From an optimization exercise on the open Yosys and OpenROAD flow, aimed at small area; shortcuts taken in it are not production practice.
The RTL was checked by simulation tests, not by an equivalence proof against the original design.
Power figures rest on the tool's default switching activity, not on a simulated workload.

[constraint.sdc]
create_clock -name core_clock -period 6.0 [get_ports {clk}]
set_input_delay 1.2000 -clock core_clock [delete_from_list [all_inputs] [get_ports {clk}]]
set_output_delay 1.2000 -clock core_clock [all_outputs]
set_load 0.01 [all_outputs]
[design.v]
module wb_regfile #(
    parameter int NB_PC      = 32,
    parameter int DATA_WIDTH = 32,
    parameter int NB_ADDR    = 5
) (
    input  logic                  clk,
    input  logic                  i_rst,
    input  logic                  i_regWrite,
    input  logic                  i_memToReg,
    input  logic                  i_jump,
    input  logic [NB_PC-1:0]      i_pc_next,
    input  logic [DATA_WIDTH-1:0] i_data,
    input  logic [DATA_WIDTH-1:0] i_alu,
    input  logic [NB_ADDR-1:0]    i_rd_addr,
    input  logic [NB_ADDR-1:0]    i_rs1_addr,
    input  logic [NB_ADDR-1:0]    i_rs2_addr,
    output logic [DATA_WIDTH-1:0] o_rs1_data,
    output logic [DATA_WIDTH-1:0] o_rs2_data,
    output logic [DATA_WIDTH-1:0] o_wb_data,
    input  logic                  i_dump_start,
    input  logic                  i_dump_ready,
    output logic                  o_dump_valid,
    output logic [NB_ADDR-1:0]    o_dump_addr,
    output logic [DATA_WIDTH-1:0] o_dump_data,
    output logic                  o_dump_done,
    output logic                  o_dump_busy
);
    localparam int W = DATA_WIDTH;
    logic [W-1:0] wb_n, wbr;
    logic sel_pc, sel_ld, sel_alu;
    assign sel_pc  = i_jump;
    assign sel_ld  = ~i_jump & i_memToReg;
    assign sel_alu = ~i_jump & ~i_memToReg;
    for (genvar b = 0; b < W; b++) begin : g_wb
        wbrf_ao222n u_mx (.a(i_pc_next[b]), .sa(sel_pc), .b(i_data[b]), .sb(sel_ld),
                          .c(i_alu[b]), .sc(sel_alu), .y(wb_n[b]));
        wbrf_inv    u_o  (.a(wb_n[b]), .y(o_wb_data[b]));
        wbrf_nor2   u_r  (.a(wb_n[b]), .b(i_rst), .y(wbr[b]));
    end
    logic        wr_en;
    logic [31:0] we, we_n;
    assign wr_en = i_regWrite & (i_rd_addr != '0);
    always_comb begin
        for (int i = 0; i < 32; i++) begin
            we[i]   = (wr_en & (i_rd_addr == 5'(i))) | i_rst;
            we_n[i] = ~we[i];
        end
    end
    logic [31:0][W-1:0] rq;    
    logic [31:0][W-1:0] rd;    
    assign rq[0] = '0;
    assign rd[0] = '0;
    for (genvar i = 1; i < 32; i++) begin : g_reg
        logic [W-1:0] q;
        for (genvar b = 0; b < W; b++) begin : g_bit
            wbrf_ao22 u_d (.a(wbr[b]), .sa(we[i]), .b(q[b]), .sb(we_n[i]), .y(rd[i][b]));
        end
        always_ff @(posedge clk) q <= rd[i];
        assign rq[i] = q;
    end
    logic [31:0] s1, s2;
    always_comb begin
        for (int i = 0; i < 32; i++) begin
            s1[i] = (i_rs1_addr == 5'(i));
            s2[i] = (i_rs2_addr == 5'(i));
        end
    end
    wbrf_rdport u_rs1 (.sel(s1), .rq(rq), .y(o_rs1_data));
    wbrf_rdport u_rs2 (.sel(s2), .rq(rq), .y(o_rs2_data));
    logic         st_valid, st_done;
    logic [4:0]   idx_q;
    logic [W-1:0] data_q, data_d;
    logic         cap, clr, hold;
    assign cap  = ~i_rst & st_valid & i_dump_ready & (idx_q != 5'd31);
    assign clr  = i_rst | (~st_valid & ~st_done & i_dump_start);
    assign hold = ~cap & ~clr;
    logic [31:0] sd;
    always_comb begin
        sd[0] = hold;
        for (int i = 1; i < 32; i++) sd[i] = cap & (idx_q == 5'(i - 1));
    end
    logic [31:0][W-1:0] dsrc;
    assign dsrc[0] = data_q;
    for (genvar i = 1; i < 32; i++) begin : g_dsrc
        assign dsrc[i] = rd[i];
    end
    wbrf_rdport32 u_dump (.sel(sd), .rq(dsrc), .y(data_d));
    always_ff @(posedge clk) begin
        data_q <= data_d;
        if (i_rst) begin
            st_valid <= 1'b0;
            st_done  <= 1'b0;
            idx_q    <= '0;
        end else begin
            st_done <= st_valid & i_dump_ready & (idx_q == 5'd31);
            if (st_valid) begin
                if (i_dump_ready) begin
                    if (idx_q == 5'd31) st_valid <= 1'b0;
                    else idx_q <= idx_q + 5'd1;
                end
            end else if (~st_done & i_dump_start) begin
                st_valid <= 1'b1;
                idx_q    <= '0;
            end
        end
    end
    assign o_dump_valid = st_valid;
    assign o_dump_done  = st_done;
    assign o_dump_busy  = st_valid | st_done;
    assign o_dump_addr  = idx_q;
    assign o_dump_data  = data_q;
endmodule
module wbrf_rdport (
    input  logic [31:0] sel,
    input  logic [31:0][31:0] rq,
    output logic [31:0] y
);
    for (genvar b = 0; b < 32; b++) begin : g_b
        logic [10:0] t;
        for (genvar k = 0; k < 10; k++) begin : g_t
            wbrf_ao222n u (.a(rq[3*k+1][b]), .sa(sel[3*k+1]), .b(rq[3*k+2][b]), .sb(sel[3*k+2]),
                           .c(rq[3*k+3][b]), .sc(sel[3*k+3]), .y(t[k]));
        end
        wbrf_nand2 u_l (.a(rq[31][b]), .b(sel[31]), .y(t[10]));
        wbrf_or11n u_o (.t(t), .y(y[b]));
    end
endmodule
module wbrf_rdport32 (
    input  logic [31:0] sel,
    input  logic [31:0][31:0] rq,
    output logic [31:0] y
);
    for (genvar b = 0; b < 32; b++) begin : g_b
        logic [10:0] t;
        for (genvar k = 0; k < 10; k++) begin : g_t
            wbrf_ao222n u (.a(rq[3*k][b]), .sa(sel[3*k]), .b(rq[3*k+1][b]), .sb(sel[3*k+1]),
                           .c(rq[3*k+2][b]), .sc(sel[3*k+2]), .y(t[k]));
        end
        wbrf_ao22n u_l (.a(rq[30][b]), .sa(sel[30]), .b(rq[31][b]), .sb(sel[31]), .y(t[10]));
        wbrf_or11n u_o (.t(t), .y(y[b]));
    end
endmodule
module wbrf_or11n (input logic [10:0] t, output logic y);
    logic n0, n1, n2;
    wbrf_nand4 u0 (.a(t[0]), .b(t[1]), .c(t[2]), .d(t[3]), .y(n0));
    wbrf_nand4 u1 (.a(t[4]), .b(t[5]), .c(t[6]), .d(t[7]), .y(n1));
    wbrf_nand3 u2 (.a(t[8]), .b(t[9]), .c(t[10]), .y(n2));
    wbrf_or3   u3 (.a(n0), .b(n1), .c(n2), .y(y));
endmodule
module wbrf_ao222n (input logic a, sa, b, sb, c, sc, output logic y);
    assign y = ~((a & sa) | (b & sb) | (c & sc));
endmodule
module wbrf_ao22n (input logic a, sa, b, sb, output logic y);
    assign y = ~((a & sa) | (b & sb));
endmodule
module wbrf_ao22 (input logic a, sa, b, sb, output logic y);
    assign y = (a & sa) | (b & sb);
endmodule
module wbrf_nand2 (input logic a, b, output logic y);
    assign y = ~(a & b);
endmodule
module wbrf_nand3 (input logic a, b, c, output logic y);
    assign y = ~(a & b & c);
endmodule
module wbrf_nand4 (input logic a, b, c, d, output logic y);
    assign y = ~(a & b & c & d);
endmodule
module wbrf_or3 (input logic a, b, c, output logic y);
    assign y = a | b | c;
endmodule
module wbrf_nor2 (input logic a, b, output logic y);
    assign y = ~(a | b);
endmodule
module wbrf_inv (input logic a, output logic y);
    assign y = ~a;
endmodule
[flow/run.sh]
#!/bin/bash
# The standard layout with two changes of how it is made:
#  - plain buf_1 cells as the port buffers (every input and output port still gets
#    its own buffer) instead of the default delay-buffer cell;
#  - clock tree synthesis without dummy loads, with larger sink clusters.
set -euo pipefail
export BUFFER_PORTS_ARGS="-buffer_cell sky130_fd_sc_hd__buf_1"
export CTS_ARGS="-sink_clustering_enable -repair_clock_nets -dont_use_dummy_load -sink_clustering_size 18 -sink_clustering_max_diameter 50 -buf_list {sky130_fd_sc_hd__clkbuf_4 sky130_fd_sc_hd__clkbuf_8}"
bash standard.sh > standard.log 2>&1
[config.mk]
export PLATFORM = sky130hd
export DESIGN_NAME = wb_regfile
export DESIGN_NICKNAME = wb_regfile
export VERILOG_FILES = /design/flow/design.v
export SDC_FILE = /design/flow/constraint.sdc
export NUM_CORES = 4
export LEC_CHECK = 0
export CAP_MARGIN = 20
export CORE_MARGIN = 2
export CORE_UTILIZATION = 35
export PLACE_DENSITY = 0.42
export SLEW_MARGIN = 20
export SYNTH_HIERARCHICAL = 1
[standard.sh]
#!/bin/bash
# synth_recipe.tcl (not shown) runs the flow's synth.tcl, then flattens the netlist and writes it again
# the make line also repeats each setting of config.mk as NAME=value (left out here)
make -C /OpenROAD-flow-scripts/flow DESIGN_CONFIG=/design/flow/config.mk WORK_HOME=/design/flow/orfs CLKGATE_MAP_FILE= SYNTH_SCRIPT=/design/flow/synth_recipe.tcl "${@:-finish}"
==> results of run 1 <==
final cells by class:
class / instances / area [um^2]
diodes: 23 / 57.6
repair buffers: 565 / 3750
flip-flops and latches: 1031 / 20600
fillers: 12111 / 72600
well taps: 1650 / 2060
clock buffers: 139 / 1910
multi-input cells: 2750 / 24200
inverters: 35 / 131
power by group:
group / switching (uW) / internal, uW / leakage [uW]
Clock: 2740 / 2050 / 0.000999
Combinational: 1660 / 796 / 0.00981
Sequential: 574 / 7480 / 0.00853
critical path, cell delays in order:
cell	delay (ps)
buf_1	110
nand2b_1	590
nor2_4	1030
buf_4	400
a222oi_1	140
nand4_1	280
or3_1	400
buf_1	200
worst max path at each step:
stage | from | to | slack (ps) | depth (start not counted)
3_3_place_gp | i_rs1_addr[4] | o_rs1_data[12] | 660 | 8
6_report | i_rs1_addr[4] | o_rs1_data[12] | 410 | 8
2_1_floorplan | i_rs1_addr[2] | o_rs1_data[0] | 1580 | 5
5_1_grt | i_rs1_addr[4] | o_rs1_data[12] | 520 | 8
4_1_cts | i_rs1_addr[4] | o_rs1_data[12] | 620 | 8
3_5_place_dp | i_rs1_addr[4] | o_rs1_data[12] | 640 | 8
flip-flops by register name (all words and copies together), names as in the netlist:
register and cells:
idx_q 5, st_done 1, data_q 32, g.q 992
st_valid 1
routing by layer:
layer	share of wire, %	routed length (um)	global-route usage, %	up-vias
met5	0.017	50	0	-
met4	9.0	26200	31.6	6
met3	14	41400	12.3	1022
met2	39	115000	59.0	5224
met1	38	110000	56.9	25742
li1	-	-	-	19774
per-stage QoR:
stage                     setup slack [ps]  hold slack (ps)  instances  total power (uW)  instance area (um^2)
after floorplan                       1580              488       3874              9220                 44200
after global placement                 659              507       6030             10500                 50800
after detailed placement               645              507       6030             10500                 50800
after CTS                              622              528       6169             15200                 52700
after global routing                   524              546       6178             15700                 52700
final                                  408              528       6193             15300                 52800
==> summary.txt, run 1 <==
- Final period utilization: between 90 and 100%
- Hold Path Class: reg2reg
- Worst Hold End: g_reg[13].q[16]
- Clk sink count: 1031
- ANT nets after route: 0
- Die boundary height: ~360 um
- Num ports: between 200 and 300
- Setup Skew: 62.0 ps
- CTS buffer count: 139
- GR Util All Layers: 43.0%
- Reg-to-Reg End: data_q[10]
- Worst Tran Pin Value: 1210 ps
- Unrepaired setup endpoints after global routing: false
- Hold Vio Cnt, Final: 0
- Avg Cell Area, Syn: 11.4 um^2
- Setup Viol. Count Final: 0
- Setup crit end kind: primary output
- Routed WL: 292000 um
- Tmin final: 5590 ps
- Worst reg-to-reg setup slack: 1770 ps
- Hold Buf Count CTS: 0
- Post-Syn Nets: 3999
- WS Path Type: in2out
- DR vias/cell: roughly 8.4
- Yosys warning total: 7
- Most frequent cells in the layout: dfxtp_1, a22o_1, a222oi_1, buf_4, buf_1
- Global route total overflow: 0
- Register-to-Register Path Depth: 10
- Layout area overhead: 19.4%
- Fraction of layout cells with a size suffix above 1: 14.8%
- Data arrival time of the worst path: roughly 4400 ps
- PwrDens: 290 nW/um^2
- Clock slew at the register clock pins of the worst setup and hold paths: 70 ps
- Max_cap viols: 0
- HPWL Detailed: 190000 um
- WL per Instance: between 40 and 50 um
- GPL Wtd Cong: between 1 and 1.5
- Worst setup SP type: input port
- # nets final: 4647
- Outcome: finished clean
- Fmax: approximately 180 MHz
- Synthesized area: 44200 um^2
- CTS tree: yes
- Routed vias: 51768
- Core Area: 125000 um^2
- Starting Density: 35.2%
- Final Max Slew Viols: 0
- First-pass GRT wire length: 394000 um
- Initial DRC count: between 10000 and 15000
- Die width: 359 um
- Postcts setup bufs: 0
- Die footprint: 129000 um^2
- Vias in the first global route: approximately 48000
- Post-cts sizing count: 0
- Htree depth: 4
- Worst r2r src: idx_q[1]
- Hold Path Depth: 1
- Max IR drop VDD: 263 uV
- PortBufs: 253
- Leakage Power: roughly 0.019 uW
- Setup TNS: 0 ps
- Min-delay src: g_reg[13].q[16]
- Clk latency of the worst-skew pair: 940 ps
- Synthesized instance count: 3874
- Longest Clk Path Bufs: 3
- Standard-cell rows: 130
- DRT Pass-1 Iters: 13
- Initial antenna violation count: 17
- Final Util: a little over two fifths
- DRC violations left: 0
- Worst relative slew slack: 18.8%
- Commonest non-fill, non-tap cell in the layout: dfxtp_1
- CP Data Required Time: 4800 ps
- Largest net degree at the start of global routing: 45
- CP Max Fanout: 20
- Clock Tree Root: clkbuf_8
==> run 2: changes to the inputs <==
--- a/config.mk
+++ b/config.mk
@@ -7,7 +7,7 @@
 export LEC_CHECK = 0
-export CAP_MARGIN = 20
+export CAP_MARGIN = 10
 export CORE_MARGIN = 2
-export CORE_UTILIZATION = 35
-export PLACE_DENSITY = 0.42
-export SLEW_MARGIN = 20
+export CORE_UTILIZATION = 40
+export PLACE_DENSITY = 0.48
+export SLEW_MARGIN = 10
 export SYNTH_HIERARCHICAL = 1
==> run 2 against run 1 <==
Largest power group unchanged. Critical endpoint is now o_rs2_data[29]. Sequential share of layout area up 0.61 points. Sequential power about the same. Die area down 12%. Critical path type unchanged. Fmax up 1.8%. Final cell count down 3.8%. Core utilization up 5.5 points. Register-to-register slack worse by 190 ps. Via count down 0.26%. Hold slack better by 5.4 ps. Non-clock buffer count down 49. Clock power down 2%.
==> summary.txt, run 2 <==
- Outcome: finished clean
- Data arrival time of the worst path: 4290 ps
- Postcts setup bufs: 0
- Most frequent cells in the layout: dfxtp_1, a22o_1, a222oi_1, buf_1, buf_4
- CTS buffer count: 137
- Final Util: between 40% and 50%
- Design area: 52000 um^2
- Avg Cell Area, Syn: 11.4 um^2
- Hold Vio Cnt, Final: 0
- DR vias/cell: 8.67
- Worst reg-to-reg setup slack: 1580 ps
- Net Sw Power: ~4900 uW
- Tot Pwr: roughly 15000 uW
- WS Path Type: in2out
- Htree depth: 4
- Setup Viol. Count Final: 0
- First-pass GRT wire length: approximately 380000 um
- Initial antenna violation count: 14
- Routed vias: ~52000
- Reg-to-Reg End: data_q[28]
- Longest Clk Path Bufs: 3
- Core Area: roughly 110000 um^2
- Leakage Power: between 0.015 and 0.02 uW
- Clock slew at the register clock pins of the worst setup and hold paths: 60 ps
- Routed WL: 281000 um
- ANT nets after route: 0
- Crit path launch: i_rs2_addr[4]
- Worst relative slew slack: 1.89%
- Int Pwr: 10300 uW
- Tmin final: between 5000 and 6000 ps
- Hold Path Class: reg2reg
- Num ports: 254
- Worst setup SP type: input port
- Hold Path Depth: 1
- Commonest non-fill, non-tap cell in the layout: dfxtp_1
- Clock Tree Root: clkbuf_8
- GR Util All Layers: 47.6%
- Post-Syn Nets: 3999
- Min-delay src: g_reg[21].q[21]
- HPWL Detailed: 178000 um
- Global route total overflow: 0
- PwrDens: just under 300 nW/um^2
- Final Max Slew Viols: 0
- Clk latency of the worst-skew pair: 900 ps
- Final period utilization: 91.5%
- Max IR drop VDD: 211 uV
- Standard-cell rows: 121
- Max_cap viols: 0
- PortBufs: 253
- Hold Buf Count CTS: 0
- DRC violations left: 0
- Post-cts sizing count: 0
- Top reg by flops: g.q
- Initial DRC count: roughly 14000
- Unrepaired setup endpoints after global routing: false
- Register-to-Register Path Depth: 10
- # nets final: 4596
- Placed Area: 50100 um^2
- Switching power share of the total: roughly 32%
- Largest net degree at the start of global routing: 39
- Synthesized instance count: around 3900
- Sequential share of power: 53.1%
- Clk sink count: 1031
- Fmax: 182 MHz
- Setup Skew: 80.9 ps
- Worst Hold End: g_reg[21].q[21]
- Worst Tran Pin Value: 1470 ps
- Top Registers: g.q: 992 flops, data_q: 32 flops, idx_q: 5 flops
- WL per Instance: 47.2 um
- CTS tree: yes
- Worst hold slack: 533 ps
- Worst r2r src: idx_q[0]
- Yosys warning total: 7
- Fraction of layout cells with a size suffix above 1: about 14%
- Die width: 336 um
- Layout area overhead: 17.6%
- CP Data Required Time: 4800 ps
- DRT Pass-1 Iters: 14
- Comb pwr share: 16.0%
- Die boundary height: 336 um
- Starting Density: 40.4%
- GPL Wtd Cong: just under 1
- Synthesized area: 44200 um^2
- Vias in the first global route: 48088
- Setup TNS: 0 ps
- Die footprint: 113000 um^2
- Power share of the clock group: a little under a third
- Setup crit end kind: primary output
- Largest register FFs: 992
- CP Max Fanout: 26
-- run 2: cell count changes in the layout (fill, tap and decap cells not counted) --
cell	delta
nor2b_2	+1
buf_16	-1
diode_2	-11
buf_12	-11
nor2b_4	-1
nor2_2	+1
nor2_4	-1
buf_4	-37
clkbuf_8	-2
-- run 2: critical path, stage by stage --
cell,delay (ps)
buf_1,220
or3b_2,660
nor2_4,910
buf_4,340
a222oi_1,120
nand4_1,310
or3_1,290
buf_1,180
-- run 2: how the worst max path moves through the flow --
stage	slack, ps	to
after floorplan	1580	o_rs1_data[0]
after global placement	800	o_rs2_data[29]
after detailed placement	750	o_rs2_data[29]
after CTS	750	o_rs2_data[29]
after global routing	630	o_rs2_data[29]
final	510	o_rs2_data[29]
-- run 2: stage by stage --
stage | setup slack [ps] | instances
finish | 509 | 5957
global route | 626 | 5947
CTS | 751 | 5945
detailed placement | 752 | 5808
global placement | 802 | 5808
floorplan | 1580 | 3874
-- run 2: final cells by class --
class | instances | area, um^2
inverters | 35 | 131
fillers | 10200 | 57300
flip-flops and latches | 1031 | 20600
diodes | 12 | 30.0
multi-input cells | 2750 | 24200
clock buffers | 137 | 1890
repair buffers | 516 | 3230
well taps | 1476 | 1850
-- run 2: per-layer routing --
layer,GRT usage (%),up-vias,share of wire [%]
met4,38.1,8,9.9
met1,61.0,25245,36
met3,16.0,1217,15
met5,0.340,-,0.017
li1,-,19645,-
met2,64.7,5520,39
-- run 2: power by group through the flow --
stage / logic [uW] / registers [uW] / clock network [uW]
after floorplan: 1230 / 7980 / 0
after global placement: 2270 / 8150 / 0
after detailed placement: 2270 / 8140 / 0
after CTS: 2280 / 8000 / 4660
after global routing: 2450 / 8100 / 4920
final: 2420 / 8040 / 4680
==> run 3: changes to the inputs <==
--- a/design.v
+++ b/design.v
@@ -133,3 +133,3 @@
     for (genvar b = 0; b < 32; b++) begin : g_b
-        logic [10:0] t;
+        logic [11:0] t;
         for (genvar k = 0; k < 10; k++) begin : g_t
@@ -138,5 +138,13 @@
         end
-        wbrf_ao22n u_l (.a(rq[30][b]), .sa(sel[30]), .b(rq[31][b]), .sb(sel[31]), .y(t[10]));
-        wbrf_or11n u_o (.t(t), .y(y[b]));
+        wbrf_nand2 u_l0 (.a(rq[30][b]), .b(sel[30]), .y(t[10]));
+        wbrf_nand2 u_l1 (.a(rq[31][b]), .b(sel[31]), .y(t[11]));
+        wbrf_or12n u_o (.t(t), .y(y[b]));
     end
+endmodule
+module wbrf_or12n (input logic [11:0] t, output logic y);
+    logic n0, n1, n2;
+    wbrf_nand4 u0 (.a(t[0]), .b(t[1]), .c(t[2]), .d(t[3]), .y(n0));
+    wbrf_nand4 u1 (.a(t[4]), .b(t[5]), .c(t[6]), .d(t[7]), .y(n1));
+    wbrf_nand4 u2 (.a(t[8]), .b(t[9]), .c(t[10]), .d(t[11]), .y(n2));
+    wbrf_or3   u3 (.a(n0), .b(n1), .c(n2), .y(y));
 endmodule
@@ -151,5 +159,2 @@
     assign y = ~((a & sa) | (b & sb) | (c & sc));
-endmodule
-module wbrf_ao22n (input logic a, sa, b, sb, output logic y);
-    assign y = ~((a & sa) | (b & sb));
 endmodule
==> run 3 against run 2 <==
Clock power about the same. Final cell count is 0.32% higher. Combinational power down 3%. Wire length fell by 3.2%. Count of clock-buffer cells in the layout fell by 1. Critical path depth did not move. Register-to-register slack gained 60 ps. Critical endpoint is now o_rs1_data[12].
==> summary.txt, run 3 <==
- Sequential share of power: 53.4%
- Wl on met1: 99400 um
- Crit path launch: i_rs1_addr[4]
- Reg area: 20600 um^2
- Hold Vio Cnt, Final: 0
- Global route total overflow: 0
- Clk latency of the worst-skew pair: 880 ps
- Max_cap viols: 0
- CP Data Required Time: 4800 ps
- First-pass GRT wire length: approximately 370000 um
- Setup TNS: 0 ps
- Multi-input gate area: 24100 um^2
- Core Area: 109000 um^2
- Worst Tran Pin Value: 1410 ps
- Synthesized area: 44100 um^2
- DRC violations left: 0
- Die width: roughly 340 um
- Tmin final: 5690 ps
- Met2 routed WL: approximately 100000 um
- Met3 wire length: 41400 um
- Worst reg-to-reg setup slack: 1640 ps
- FILL cells: 10233
- Die boundary height: 336 um
- GR Util All Layers: a little under half
- Final period utilization: 94.8%
- Layout area overhead: 17.1%
- CTS buffer count: 136
- Fmax: ~180 MHz
- Post-cts sizing count: 0
- Worst r2r src: idx_q[1]
- Setup crit end kind: primary output
- Largest register FFs: 992
- Net Sw Power: 4830 uW
- Clk sink count: roughly 1000
- Final Max Slew Viols: 0
- Clock slew at the register clock pins of the worst setup and hold paths: 50 ps
- Top Layer Used: met5
- Top reg by flops: g.q
- Most frequent cells in the layout: dfxtp_1, a22o_1, a222oi_1, buf_1, buf_4
- Routed vias: about 51000
- Synthesized instance count: a little under 4000
- Initial antenna violation count: 8
- PwrDens: 292 nW/um^2
- Worst Setup EP: o_rs1_data[12]
- Largest net degree at the start of global routing: 38
- CP Max Fanout: 24
- Comb pwr share: 15.6%
- Yosys warning total: 7
- Setup Skew: 66.4 ps
- Vias in the first global route: ~48000
- Routed WL: 272000 um
- Leakage Power: 0.0189 uW
- Starting Density: about two fifths
- Standard-cell rows: 121
- Final Util: 47.3%
- Hold Path Class: reg2reg
- Num ports: about 250
- Setup Viol. Count Final: 0
- PortBufs: 253
- DRT Pass-1 Iters: 15
- Clock Tree Root: clkbuf_8
- Worst setup SP type: input port
- Commonest non-fill, non-tap cell in the layout: dfxtp_1
- Die footprint: ~110000 um^2
- Data arrival time of the worst path: roughly 4500 ps
- Max IR drop VDD: 206 uV
- Top Registers: g.q: 992 flops, data_q: 32 flops, idx_q: 5 flops
- Reg-to-Reg End: data_q[21]
- Longest Clk Path Bufs: 3
- WS Path Type: in2out
- ANT nets after route: 0
- Switching power share of the total: 32.0%
- Fraction of layout cells with a size suffix above 1: 12.7%
- Worst relative slew slack: 5.47%
- Postcts setup bufs: 0
- # nets final: between 4000 and 5000
- Initial DRC count: 14030
- CTS tree: yes
- HPWL Detailed: 171000 um
- Post-Syn Nets: slightly above 4000
- Outcome: finished clean
- DR vias/cell: 8.56
- GPL Wtd Cong: approximately 0.98
- WL per Instance: 45.6 um
- Htree depth: 4
- Int Pwr: 10300 uW
- Unrepaired setup endpoints after global routing: false
- Hold Buf Count CTS: 0
- Power share of the clock group: 31.0%
- Register-to-Register Path Depth: 10
- Avg Cell Area, Syn: 11.3 um^2
==> run 3: critical path, stage by stage <==
cell and delay, ps:
buf_1 100, nand2b_1 570, buf_4 370, nor2_4 980
a222oi_1 240, nand4_1 380, or3_1 210, buf_1 380
==> run 3: layer usage <==
metal | vias up | track usage [%]
li1 | 19678 | -
met1 | 24958 | 59.4
met2 | 5298 | 62.3
met3 | 1191 | 15.6
met4 | 6 | 37.2
met5 | - | 0
==> run 3: power by group through the flow <==
stage	sequential [uW]	clock (uW)	combinational [uW]
2_1_floorplan	7980	0	1230
3_3_place_gp	8170	0	2210
3_5_place_dp	8160	0	2210
4_1_cts	8020	4650	2220
5_1_grt	8110	4920	2390
6_report	8050	4670	2350
==> run 3: worst min-delay path by stage <==
stage | endpoint | depth (start not counted) | slack (ps) | from
3_3_place_gp | g_reg[28].q[19] | 1 | 510 | g_reg[28].q[19]
6_report | g_reg[31].q[17] | 1 | 530 | g_reg[31].q[17]
4_1_cts | g_reg[28].q[18] | 1 | 530 | g_reg[28].q[18]
2_1_floorplan | g_reg[10].q[0] | 1 | 490 | g_reg[10].q[0]
3_5_place_dp | g_reg[4].q[30] | 1 | 510 | g_reg[4].q[30]
5_1_grt | g_reg[19].q[31] | 1 | 540 | g_reg[19].q[31]
==> run 3: layout make-up <==
cell class              count  share of cell area [%]
diodes                     13                  0.0630
clock buffers             136                    3.63
inverters                  35                   0.254
multi-input cells        2782                    46.7
flip-flops and latches   1031                    40.0
well taps                1476                    3.58
repair buffers            503                    5.84
==> run 3: metrics by stage <==
step / cells / setup slack, ps / total power, uW / hold slack, ps / cell area, um^2
5_1_grt: 5966 / 482 / 15400 / 544 / 51600
2_1_floorplan: 3906 / 1580 / 9210 / 488 / 44100
6_report: 5976 / 312 / 15100 / 531 / 51600
3_3_place_gp: 5826 / 759 / 10400 / 507 / 49700
3_5_place_dp: 5826 / 697 / 10400 / 507 / 49700
4_1_cts: 5962 / 695 / 14900 / 526 / 51600
==> run 4: changes to the inputs <==
--- a/config.mk
+++ b/config.mk
@@ -9,4 +9,4 @@
 export CORE_MARGIN = 2
-export CORE_UTILIZATION = 40
-export PLACE_DENSITY = 0.48
+export CORE_UTILIZATION = 45
+export PLACE_DENSITY = 0.52
 export SLEW_MARGIN = 10
==> run 4 against run 3 <==
Register-to-register slack better by 150 ps. Core utilization rose by 5.2 points. Final cell count is 4.0% lower. Die area decreased by 11%. Clock skew increased by 54 ps. Sequential cell count unchanged. Final area is 1.4% lower. Sequential power about the same. Fmax down 0.45%. Hold slack got worse by 3.7 ps.
==> summary.txt, run 4 <==
- Post-Syn Nets: 4031
- Standard-cell rows: 114
- ANT nets after route: 0
- Comb pwr share: 15.9%
- Commonest non-fill, non-tap cell in the layout: dfxtp_1
- Setup crit end kind: primary output
- Worst path buffer plus inverter count: 2
- Leakage Power: approximately 0.019 uW
- Starting Density: 45.5%
- PortBufs: 253
- Routed vias: about 52000
- Die footprint: 100000 um^2
- Setup TNS: 0 ps
- Hold Path Class: reg2reg
- Longest Clk Path Bufs: 3
- Fmax: between 150 and 200 MHz
- Tmin final: 5710 ps
- FILL cells: 8742
- DRT Pass-1 Iters: 15
- Die width: about 320 um
- Hold Vio Cnt, Final: 0
- Clk latency of the worst-skew pair: ~860 ps
- Routed WL: ~270000 um
- Setup Viol. Count Final: 0
- Int Pwr: 9990 uW
- Num ports: 254
- Worst relative slew slack: 9.43%
- Most frequent cells in the layout: dfxtp_1, a22o_1, a222oi_1, buf_1, nand4_1
- Crit path max-delay family: simple AND/OR/NAND/NOR gates
- Htree depth: 3
- Largest register FFs: 992
- Switching power share of the total: 32.2%
- Clk sink count: between 1000 and 1500
- Top reg by flops: g.q
- CP Data Required Time: roughly 4800 ps
- GPL Wtd Cong: 1.02
- Avg Cell Area, Syn: 11.3 um^2
- Worst Tran Pin Value: 1360 ps
- Max_cap viols: 0
- CTS tree: yes
- # nets final: between 4000 and 5000
- Synthesized area: 44100 um^2
- Vias in the first global route: 47607
- WS Path Type: in2out
- Crit-path cells: buf_1, or3b_2, nor2_4, a222oi_1, nand4_1, or3_1, buf_1
- Data arrival time of the worst path: around 4500 ps
- HPWL Detailed: 162000 um
- Met3 Resource Use GR: about a fifth
- PwrDens: about 290 nW/um^2
- GRT busiest layer: met2
- Layout area overhead: 15.4%
- Final Max Slew Viols: 0
- Top Registers: g.q: 992 flops, data_q: 32 flops, idx_q: 5 flops
- CP max stage delay: ~1100 ps
- Sequential share of power: 54.7%
- Design area: about 51000 um^2
- Met1 usage: 63.8%
- Core Area: roughly 97000 um^2
- Setup Skew: around 120 ps
- Final period utilization: 95.2%
- GR Util All Layers: 50.7%
- Initial antenna violation count: 13
- DRC violations left: 0
- Outcome: finished clean
- WL per Instance: about 47 um
- Fraction of layout cells with a size suffix above 1: about an eighth
- Yosys warning total: 7
- First-pass GRT wire length: 364000 um
- Initial DRC count: 15741
- Largest net degree at the start of global routing: 37
- CP Max Fanout: 32
- Net Sw Power: 4730 uW
- Power share of the clock group: 29.4%
- Global route total overflow: 0
- Clock Tree Root: clkbuf_8
- Crit-path slowest cell: nor2_4
- Clock slew at the register clock pins of the worst setup and hold paths: 60 ps
- Worst setup SP type: input port
- Hold Buf Count CTS: 0
- Postcts setup bufs: 0
- Met2 usage: 68.3%
- Unrepaired setup endpoints after global routing: false
- DR vias/cell: 9.03
- Max IR drop VDD: about 180 uV
- Synthesized instance count: 3906
- Post-cts sizing count: 0
- Die boundary height: 317 um
- CP most frequent cell: buf_1
- CTS buffer count: 120
- Placed Area: 49200 um^2
run 4: metal layers:
metal | vias up | routed length [um]
li1 | 19578 | -
met1 | 24824 | 93300
met2 | 5980 | 103000
met3 | 1390 | 44600
met4 | 2 | 26800
met5 | - | 12
run 4: power groups by stage:
stage / clock network (uW) / logic, uW / registers [uW]
2_1_floorplan: 0 / 1230 / 7980
3_3_place_gp: 0 / 2170 / 8170
3_5_place_dp: 0 / 2180 / 8160
4_1_cts: 4260 / 2190 / 8020
5_1_grt: 4520 / 2360 / 8110
6_report: 4320 / 2350 / 8060
run 4: worst register-to-register path, delay by kind of cell, from the launching register on:
family / cells / cell delay, ps
AOI/OAI and AO/OA: 1 / 410
adders and majority gates: 2 / 490
buffers and inverters: 1 / 350
DFF: 1 / 410
and+or+nand+nor: 6 / 2470
run 4: area by class of cell:
cell class | count | area [um^2] | share of cell area [%]
timing repair buffer | 481 | 2750 | 5.41
clock buffer | 120 | 1650 | 3.25
tap | 1276 | 1600 | 3.14
multi-input combinational | 2782 | 24100 | 47.3
sequential | 1031 | 20600 | 40.6
inverter | 35 | 131 | 0.258
antenna | 10 | 25.0 | 0.0492
run 4: per-stage QoR:
step                total power [uW]  util [%]  setup WS (ps)  hold slack (ps)  instances
floorplan                       9210         -           1580              488       3906
detailed placement             10300      50.8            749              504       5605
CTS                            14500      52.5            721              524       5725
global placement               10300      50.8            791              505       5605
finish                         14700      52.5            286              527       5735
global route                   15000      52.5            507              544       5726
run 4: final timing paths:
| path | startpoint | end | slack (ps) | cells past startpoint |
|---|---|---|---|---|
| min reg2reg | g_reg[28].q[9] | g_reg[28].q[9] | 530 | 1 |
| max reg2reg | idx_q[1] | data_q[24] | 1790 | 10 |
| min | g_reg[28].q[9] | g_reg[28].q[9] | 530 | 1 |
| max | i_rs2_addr[4] | o_rs2_data[24] | 290 | 7 |

afterwards: timing with drivers on the ports:
No port has a modelled driver above. Below, the same layouts with a new extraction and two added sets of constraints.
Step 1, drivers: a clkbuf_16 drives clk and a buf_2 each remaining input, both assumed.
Step 2 times the ports against the registers' clock, not the clock port: input delays grow and output delays shrink by t, the midpoint of the rising clock arrivals with the driver on.
Three values: no drivers, after step 1, after step 2; two values: the first two.
run | shift t [ns] | setup WS [ns] | worst setup path after step 2 | slew at the worst register clock pin (ns)
run 1 | 0.976 | 0.408 / 0.383 / 0.383 | input to output | 0.11 / 0.11
run 2 | 0.929 | 0.509 / 0.487 / 0.487 | input to output | 0.10 / 0.10
run 3 | 0.923 | 0.312 / 0.280 / 0.280 | input to output | 0.11 / 0.11
run 4 | 0.879 | 0.286 / 0.245 / 0.245 | input to output | 0.12 / 0.12
After both steps every run listed still meets setup and hold. The setup slack of run 4, which loses most, moves by -0.041 ns with the drivers and by -0.041 ns with both steps.
